This is an optimization exercise on Yosys and OpenROAD, whose aim is small area, a short achievable clock period and few clock cycles per item, not a production implementation.
Only simulation tests tie the RTL to the original design; equivalence was not proved.

$ cat run.sh
#!/bin/bash
# synth_recipe.tcl (not shown) runs the flow's synth.tcl, then flattens the netlist and writes it again
# the make line also repeats each setting of config.mk as NAME=value (left out here)
make -C /OpenROAD-flow-scripts/flow DESIGN_CONFIG=/design/flow/config.mk WORK_HOME=/design/flow/orfs CLKGATE_MAP_FILE= SYNTH_SCRIPT=/design/flow/synth_recipe.tcl finish
$ cat config.mk
export PLATFORM = sky130hd
export DESIGN_NAME = next_fit_slot_allocator_top
export DESIGN_NICKNAME = next_fit_slot_allocator_top
export VERILOG_FILES = /design/flow/design.v
export SDC_FILE = /design/flow/constraint.sdc
export NUM_CORES = 4
export LEC_CHECK = 0
export CAP_MARGIN = 20
export CORE_MARGIN = 2
export CORE_UTILIZATION = 40
export SLEW_MARGIN = 20
$ cat constraint.sdc
create_clock -name core_clock -period 6.5 [get_ports {clk}]
set_input_delay 1.3000 -clock core_clock [delete_from_list [all_inputs] [get_ports {clk}]]
set_output_delay 1.3000 -clock core_clock [all_outputs]
set_load 0.01 [all_outputs]
$ cat design.v
package nfsa_pkg;
  localparam int unsigned NUM_SLOTS_DEF = 2048;
  localparam int unsigned WORD_W        = 32;
  localparam int unsigned BIT_W         = 5;
  localparam int unsigned SLOT_W        = 11;
  localparam int unsigned STATUS_W      = 2;
  localparam int unsigned COUNT_W       = 12;
  localparam logic OP_ALLOC = 1'b0;
  localparam logic OP_FREE  = 1'b1;
  localparam logic [STATUS_W-1:0] STAT_OK       = 2'd0;
  localparam logic [STATUS_W-1:0] STAT_FULL     = 2'd1;
  localparam logic [STATUS_W-1:0] STAT_NOT_USED = 2'd2;
  typedef struct packed {
    logic clear;
    logic accept;
    logic scan;
    logic free_chk;
  } ctl_t;
  typedef struct packed {
    logic clear_done;
    logic scan_done;
  } stat_t;
endpackage
module nfsa_ctrl (
  input  logic            clk,
  input  logic            rst_n,
  input  logic            start,
  input  logic            op,
  output logic            busy,
  output nfsa_pkg::ctl_t  ctl,
  input  nfsa_pkg::stat_t stat
);
  localparam logic OP_FREE = nfsa_pkg::OP_FREE;
  typedef enum logic [1:0] {
    S_CLEAR,
    S_IDLE,
    S_SCAN,
    S_FREE
  } state_t;
  state_t state_r;
  state_t state_nxt;
  logic   busy_r;
  always_comb begin
    ctl       = '0;
    state_nxt = state_r;
    case (state_r)
      S_CLEAR: begin
        ctl.clear = 1'b1;
        if (stat.clear_done) begin
          state_nxt = S_IDLE;
        end
      end
      S_IDLE: begin
        if (start) begin
          ctl.accept = 1'b1;
          state_nxt  = (op == OP_FREE) ? S_FREE : S_SCAN;
        end
      end
      S_SCAN: begin
        ctl.scan = 1'b1;
        if (stat.scan_done) begin
          state_nxt = S_IDLE;
        end
      end
      S_FREE: begin
        ctl.free_chk = 1'b1;
        state_nxt    = S_IDLE;
      end
      default: begin
        state_nxt = S_IDLE;
      end
    endcase
  end
  always_ff @(posedge clk) begin
    if (!rst_n) begin
      state_r <= S_CLEAR;
      busy_r  <= 1'b1;
    end else begin
      state_r <= state_nxt;
      busy_r  <= (state_nxt != S_IDLE);
    end
  end
  assign busy = busy_r;
endmodule
module nfsa_dp #(
  parameter int unsigned NUM_SLOTS = nfsa_pkg::NUM_SLOTS_DEF
) (
  input  logic                            clk,
  input  logic                            rst_n,
  input  nfsa_pkg::ctl_t                  ctl,
  output nfsa_pkg::stat_t                 stat,
  input  logic                            in_op,
  input  logic [nfsa_pkg::SLOT_W-1:0]     in_slot_index,
  output logic                            out_valid,
  output logic [nfsa_pkg::SLOT_W-1:0]     out_slot_out,
  output logic [nfsa_pkg::STATUS_W-1:0]   out_status,
  output logic [nfsa_pkg::COUNT_W-1:0]    out_slots_in_use
);
  localparam int unsigned WORD_W = nfsa_pkg::WORD_W;
  localparam int unsigned BIT_W = nfsa_pkg::BIT_W;
  localparam int unsigned SLOT_W = nfsa_pkg::SLOT_W;
  localparam int unsigned STATUS_W = nfsa_pkg::STATUS_W;
  localparam int unsigned COUNT_W = nfsa_pkg::COUNT_W;
  localparam logic OP_ALLOC = nfsa_pkg::OP_ALLOC;
  localparam logic [nfsa_pkg::STATUS_W-1:0] STAT_OK = nfsa_pkg::STAT_OK;
  localparam logic [nfsa_pkg::STATUS_W-1:0] STAT_FULL = nfsa_pkg::STAT_FULL;
  localparam logic [nfsa_pkg::STATUS_W-1:0] STAT_NOT_USED = nfsa_pkg::STAT_NOT_USED;
  localparam int unsigned NUM_WORDS = (NUM_SLOTS + WORD_W - 1) / WORD_W;
  localparam int unsigned AW        = (NUM_WORDS > 1) ? $clog2(NUM_WORDS) : 1;
  localparam int unsigned CCW       = $clog2(NUM_WORDS + 1);
  localparam int unsigned CW        = $clog2(NUM_SLOTS + 1);
  localparam int unsigned PW        = AW + BIT_W;
  localparam int unsigned TAIL      = NUM_SLOTS - (NUM_WORDS - 1) * WORD_W;
  localparam logic [WORD_W-1:0] TAIL_MASK = ~({WORD_W{1'b1}} >> (WORD_W - TAIL));
  localparam logic [AW-1:0]     LAST_WORD = AW'(NUM_WORDS - 1);
  localparam logic [CCW-1:0]    LAST_CNT  = CCW'(NUM_WORDS);
  function automatic logic [BIT_W-1:0] first_one(input logic [WORD_W-1:0] v);
    logic [BIT_W-1:0] r;
    r = '0;
    for (int i = WORD_W - 1; i >= 0; i--) begin
      if (v[i]) begin
        r = BIT_W'(i);
      end
    end
    first_one = r;
  endfunction
  logic [WORD_W-1:0] mem [0:NUM_WORDS-1];
  logic [WORD_W-1:0] rd_data_r;
  logic [AW-1:0]     rd_addr;
  logic              we;
  logic [AW-1:0]     wa;
  logic [WORD_W-1:0] wd;
  logic [AW-1:0]     clr_addr_r;
  logic [AW-1:0]     chk_addr_r;
  logic [CCW-1:0]    chk_cnt_r;
  logic [AW-1:0]     start_word_r;
  logic [AW-1:0]     start_word_nxt;
  logic [BIT_W-1:0]  start_bit_r;
  logic [BIT_W-1:0]  start_bit_nxt;
  logic [CW-1:0]     count_r;
  logic [CW-1:0]     count_nxt;
  logic [SLOT_W-1:0] idx_r;
  logic              idx_ok_r;
  logic              idx_ok;
  logic [AW-1:0]     idx_word;
  logic [WORD_W-1:0] low_mask;
  logic [WORD_W-1:0] eff;
  logic [WORD_W-1:0] free_vec;
  logic              hit;
  logic [BIT_W-1:0]  hit_bit;
  logic              scan_last;
  logic [BIT_W-1:0]  idx_bit;
  logic              free_set;
  logic                out_valid_r;
  logic                out_valid_nxt;
  logic [SLOT_W-1:0]   out_slot_r;
  logic [SLOT_W-1:0]   out_slot_nxt;
  logic [STATUS_W-1:0] out_status_r;
  logic [STATUS_W-1:0] out_status_nxt;
  logic [COUNT_W-1:0]  out_count_r;
  assign idx_ok   = (32'(in_slot_index) < NUM_SLOTS);
  assign idx_word = AW'(in_slot_index >> BIT_W);
  assign idx_bit  = idx_r[BIT_W-1:0];
  always_comb begin
    if (ctl.accept) begin
      if (in_op == OP_ALLOC) begin
        rd_addr = start_word_r;
      end else begin
        rd_addr = idx_ok ? idx_word : '0;
      end
    end else begin
      rd_addr = (chk_addr_r == LAST_WORD) ? '0 : chk_addr_r + AW'(1);
    end
  end
  assign low_mask  = (WORD_W'(1) << start_bit_r) - WORD_W'(1);
  assign eff       = rd_data_r
                   | ((chk_cnt_r == '0) ? low_mask : '0)
                   | ((chk_cnt_r == LAST_CNT) ? ~low_mask : '0)
                   | ((chk_addr_r == LAST_WORD) ? TAIL_MASK : '0);
  assign free_vec  = ~eff;
  assign hit       = |free_vec;
  assign hit_bit   = first_one(free_vec);
  assign scan_last = (chk_cnt_r == LAST_CNT);
  assign free_set  = idx_ok_r & rd_data_r[idx_bit];
  assign stat.clear_done = (clr_addr_r == LAST_WORD);
  assign stat.scan_done  = hit | scan_last;
  always_comb begin
    we             = 1'b0;
    wa             = chk_addr_r;
    wd             = rd_data_r;
    start_word_nxt = start_word_r;
    start_bit_nxt  = start_bit_r;
    count_nxt      = count_r;
    out_valid_nxt  = 1'b0;
    out_slot_nxt   = out_slot_r;
    out_status_nxt = out_status_r;
    if (ctl.clear) begin
      we = 1'b1;
      wa = clr_addr_r;
      wd = '0;
    end else if (ctl.scan) begin
      if (hit) begin
        we             = 1'b1;
        wd             = rd_data_r | (WORD_W'(1) << hit_bit);
        start_word_nxt = chk_addr_r;
        start_bit_nxt  = hit_bit;
        count_nxt      = count_r + CW'(1);
        out_valid_nxt  = 1'b1;
        out_slot_nxt   = SLOT_W'(PW'({chk_addr_r, hit_bit}));
        out_status_nxt = STAT_OK;
      end else if (scan_last) begin
        out_valid_nxt  = 1'b1;
        out_slot_nxt   = '0;
        out_status_nxt = STAT_FULL;
      end
    end else if (ctl.free_chk) begin
      out_valid_nxt = 1'b1;
      out_slot_nxt  = idx_r;
      if (free_set) begin
        we             = 1'b1;
        wd             = rd_data_r & ~(WORD_W'(1) << idx_bit);
        count_nxt      = count_r - CW'(1);
        out_status_nxt = STAT_OK;
      end else begin
        out_status_nxt = STAT_NOT_USED;
      end
    end
  end
  always_ff @(posedge clk) begin
    if (we) begin
      mem[wa] <= wd;
    end
    rd_data_r <= mem[rd_addr];
  end
  always_ff @(posedge clk) begin
    if (!rst_n) begin
      clr_addr_r   <= '0;
      start_word_r <= '0;
      start_bit_r  <= '0;
      count_r      <= '0;
      out_valid_r  <= 1'b0;
    end else begin
      if (ctl.clear) begin
        clr_addr_r <= clr_addr_r + AW'(1);
      end
      start_word_r <= start_word_nxt;
      start_bit_r  <= start_bit_nxt;
      count_r      <= count_nxt;
      out_valid_r  <= out_valid_nxt;
    end
  end
  always_ff @(posedge clk) begin
    chk_addr_r   <= rd_addr;
    out_slot_r   <= out_slot_nxt;
    out_status_r <= out_status_nxt;
    out_count_r  <= COUNT_W'(count_nxt);
    if (ctl.accept) begin
      chk_cnt_r <= '0;
      idx_r     <= in_slot_index;
      idx_ok_r  <= idx_ok;
    end else begin
      chk_cnt_r <= chk_cnt_r + CCW'(1);
    end
  end
  assign out_valid        = out_valid_r;
  assign out_slot_out     = out_slot_r;
  assign out_status       = out_status_r;
  assign out_slots_in_use = out_count_r;
endmodule
module next_fit_slot_allocator_top #(
  parameter int unsigned NUM_SLOTS = nfsa_pkg::NUM_SLOTS_DEF
) (
  input  logic                          clk,
  input  logic                          rst_n,
  input  logic                          start,
  output logic                          busy,
  input  logic                          in_op,
  input  logic [nfsa_pkg::SLOT_W-1:0]   in_slot_index,
  output logic                          out_valid,
  output logic [nfsa_pkg::SLOT_W-1:0]   out_slot_out,
  output logic [nfsa_pkg::STATUS_W-1:0] out_status,
  output logic [nfsa_pkg::COUNT_W-1:0]  out_slots_in_use
);
  nfsa_pkg::ctl_t  ctl;
  nfsa_pkg::stat_t stat;
  nfsa_ctrl u_ctrl (
    .clk   (clk),
    .rst_n (rst_n),
    .start (start),
    .op    (in_op),
    .busy  (busy),
    .ctl   (ctl),
    .stat  (stat)
  );
  nfsa_dp #(
    .NUM_SLOTS (NUM_SLOTS)
  ) u_dp (
    .clk              (clk),
    .rst_n            (rst_n),
    .ctl              (ctl),
    .stat             (stat),
    .in_op            (in_op),
    .in_slot_index    (in_slot_index),
    .out_valid        (out_valid),
    .out_slot_out     (out_slot_out),
    .out_status       (out_status),
    .out_slots_in_use (out_slots_in_use)
  );
endmodule
==> impl_metrics.toml <==
[status]
outcome = "complete, no violations"

[clock_network]
cts_tree = "yes"
cts_buffer_depth = 3
cts_setup_buffers = 0
hold_buffers = 0
numCtsBuffers = 209
cts_resized = 0
clock_latency_ps = 890
cts-root-buf = "clkbuf_16"
htreeDepth = 4
clock-sinks = 2162
path_clk_slew_ps = 60

[power]
p_switching_mw = 16.9
power_leakage_nw = 28.9
swShare_pct = 37.1
internal_power_mw = 28.5
clockPowerShare_pct = 26.3
ir_drop_mv = 0.601
p_per_area_nw_per_um2 = 456
seq_power_share_pct = 34.9
finalPower_mw = 45.4
combPwrFrac_pct = 38.8

[placement]
dpl.hpwl_mm = 136
port_buffers = 41
post-place-cells = 7322
globalplace.congestion = 0.934

[grt]
grt_pass1_vias = 45729
grt_pass1_wl_mm = 338
grt-ovfl-total = 0
antenna_found_initial = 9
grt_usage_pct = 21.6
grt_max_degree = 96

[timing]
slew-limit-headroom_pct = 11.5
fin_worst_skew_ps = 49.2
rsz0062_at_grt = "no"
timing.final.crit_share_pct = 88.2
hold_viol = 0
setup_viol = 0
max_freq_ghz = 0.174
tightest_slew_ps = 1320
slew_violations = 0
min_period_ps = 5740

[worst_setup_path]
crit_path_end_kind = "register"
cp_slowest_cell = "dfxtp_1"
r2r_cells = 14
cp-start-kind = "register"
crit_fanout = 29
cp.required_ps = 7160
critPathMaxStageDelay_ps = 860
r2r-end = "u_dp.mem[30][25]$_DFFE_PP_"
cp.arrival_ps = 6390
rrSetupSlack_ps = 760
critPathKind = "reg -> reg"
r2r_start = "u_dp.start_bit_r[0]$_SDFFE_PN0P_"
path_cells = "nor2_1 > nand2_1 > ha_1 > buf_4 > or3_1 > o21ai_0 > a22oi_1 > o21ai_0 > or4b_2 > o211ai_1 > o211ai_1 > a211o_1 > o21bai_4 > buf_4"

[route]
drc = 0
drt_iter0_drc = 5379
vias = 46166
drt_wl_total_mm = 238
antenna_left = 0
first_pass_iters = 6
via_per_inst = 5.98
wl_per_cell_um = 30.8

[synthesis]
ys_seq_area_share_pct = 74.3
avgSynthCellArea_um2 = 19.2
muxShareOfSynthArea_pct = 13.9
synthXorXnorAreaFrac_pct = 0.325
synth_compound_area_share_pct = 5.63
ys_ff_latch = 2162
synthesis.area_um2 = 86100
ys_types = 92
synth_edf_count = 2072
synth_async_sr_flop_share_pct = 0
yosys.area_share.adder_pct = 0.102
ys.flop_type = "edfxtp_1"
syn_inst = 4481
ys_warn_count = 2
synth_nets = 4503
synth_top_family_by_area = "multiplexers"
yosys.area_share.simple_pct = 4.18

[final_layout]
drive_above_1_share_pct = 25.0
n_fill_cell = 17837
multi_input_area_um2 = 22000
finalNonFillerCells = 7718
nets = 4717
register_area_um2 = 64000
area_growth_pct = 15.6

[hold_path]
whs_path_depth = 1
min_to = "u_dp.chk_cnt_r[0]$_SDFF_PP0_"
hp-start = "u_dp.chk_cnt_r[0]$_SDFF_PP0_"
worstHoldPathType = "reg -> reg"

[floorplanning]
die_w_um = 468
die_area_um2 = 219000
coreArea_um2 = 214000
start_util_pct = 40.2
ios = 42
die_h_um = 468
rows = 170

[run]
drv_cap = 0
[kinds of logic after synthesis]
group	Yosys count
and+or+nand+nor	719
AOI/OAI and AO/OA	694
DFF	2162
buffers and inverters	325
xor gates and xnor gates	32
muxes	542
adders and majority gates	7
[worst max-delay path: cells and delay by family (launching register included)]
family	cells	cell delay (ps)
adders and majority gates	1	200
AOI/OAI and AO/OA	7	2530
buffers and inverters	2	680
DFF	1	860
and+or+nand+nor	4	1220
[final cells by class]
cell class,instances,area share [%]
clock inverter,111,1.11
tap,2838,3.56
multi-input combinational,1994,22.1
sequential,2162,64.3
clock buffer,282,5.63
timing repair buffer,299,3.19
antenna,3,0.00754
inverter,29,0.117
[cell usage in the layout, fill, tap and decap left out, types with 41 or more instances in the layout]
cell,Yosys,layout
a311oi_1,65,62
a21oi_1,137,101
and2_1,140,140
a31oi_1,72,72
buf_12,0,66
clkinv_1,2,45
edfxtp_1,2072,2072
dfxtp_1,90,90
clkbuf_16,0,210
clkdlybuf4s50_1,0,41
nand2_1,335,334
nor2_1,63,63
mux4_2,522,522
clkbuf_1,177,64
buf_4,2,191
a211oi_1,202,164
[state kept, by name, summed over array words and instances, names as in the netlist, 6 cells and up]
| register | flops |
|---|---|
| u_dp.mem | 2048 |
| u_dp.rd_data_r | 32 |
| u_dp.clr_addr_r | 6 |
| u_dp.idx_r | 11 |
| u_dp.chk_cnt_r | 7 |
| u_dp.out_count_r | 12 |
| u_dp.start_word_r | 6 |
| u_dp.out_slot_r | 11 |
| u_dp.chk_addr_r | 6 |
| u_dp.count_r | 12 |
[through the flow]
stage / setup TNS [ps] / utilization [%] / area [um^2] / hold slack [ps] / worst slack, ps
floorplan: -49170 / - / 86200 / 426 / -153
global placement: 0 / 43.3 / 92800 / 438 / 244
detailed placement: 0 / 43.3 / 92900 / 447 / 459
CTS: 0 / 46.5 / 99600 / 460 / 944
global route: 0 / 46.5 / 99600 / 504 / 497
finish: 0 / 46.5 / 99600 / 454 / 764
[cells in the mapped netlist (all sizes together) (27+ instances only)]
cell    number  area [um^2]
edfxtp    2072        62200
and2       141          882
a31oi       73          463
dfxtp       90         1800
a211oi     202         1520
o21ai       58          294
buf        119          577
a21oi      138          694
mux4       522        11800
clkbuf     177          664
nand2      336         1260
a311oi      65          569
o211ai      42          335
nor2        65          263
inv         27          101
[worst max-delay path by stage]
stage                                     start                    endpoint  slack (ps)  cells after the start
6_report       u_dp.start_bit_r[0]$_SDFFE_PN0P_  u_dp.mem[30][25]$_DFFE_PP_         760                     14
5_1_grt        u_dp.start_bit_r[0]$_SDFFE_PN0P_  u_dp.mem[29][25]$_DFFE_PP_         500                     14
4_1_cts        u_dp.start_bit_r[0]$_SDFFE_PN0P_  u_dp.mem[49][25]$_DFFE_PP_         940                     14
3_5_place_dp                              in_op   u_dp.rd_data_r[2]$_DFF_P_         460                     13
3_3_place_gp                              in_op  u_dp.rd_data_r[21]$_DFF_P_         240                     13
2_1_floorplan  u_dp.start_bit_r[3]$_SDFFE_PN0P_   u_dp.mem[0][17]$_DFFE_PP_        -150                     16
[per-layer routing]
metal | GRT usage (%) | routed length, um | vias up
met4 | 8.95 | 10000 | 4
met3 | 4.33 | 19000 | 430
met1 | 30.2 | 98300 | 24715
li1 | - | - | 18971
met2 | 33.4 | 110000 | 2046
met5 | 0 | 33 | -
[power by group through the flow]
stage	Combinational (mW)	Clock [mW]	Sequential, mW
6_report	17.6	11.9	15.9
5_1_grt	18.6	12.6	15.8
4_1_cts	17.6	12.1	15.8
3_5_place_dp	17.5	0	16.1
3_3_place_gp	17.5	0	16.1
2_1_floorplan	10.4	0	15.7
Testbench counts, summed over its fixed seeds: cycles 202,873, items 48,000.

## what the ideal ports hide
Ports are ideal in the flow. The routed layout listed here was re-timed in OpenROAD. Step 1, drivers: a clkbuf_16 drives clk and a buf_2 each remaining input, both assumed. Step 2 moves the port delays by t, midway between the first and last clock arrival at a register: inputs arrive t later, outputs are due t later. That takes back most of the time a late clock gives input paths. Three values: ideal ports, drivers, drivers and shift; two values: the first two.
t (ns): 0.955
slack for setup (ns): 0.764 / 0.764 / 0.505
hold slack, ns: 0.454 / 0.454 / 0.454
worst register clock-pin slew, ns: 0.07 / 0.07
After both steps setup and hold are still met in this run. For this run, drivers alone change the setup slack by 0.000 ns; drivers and shift together by -0.259 ns.
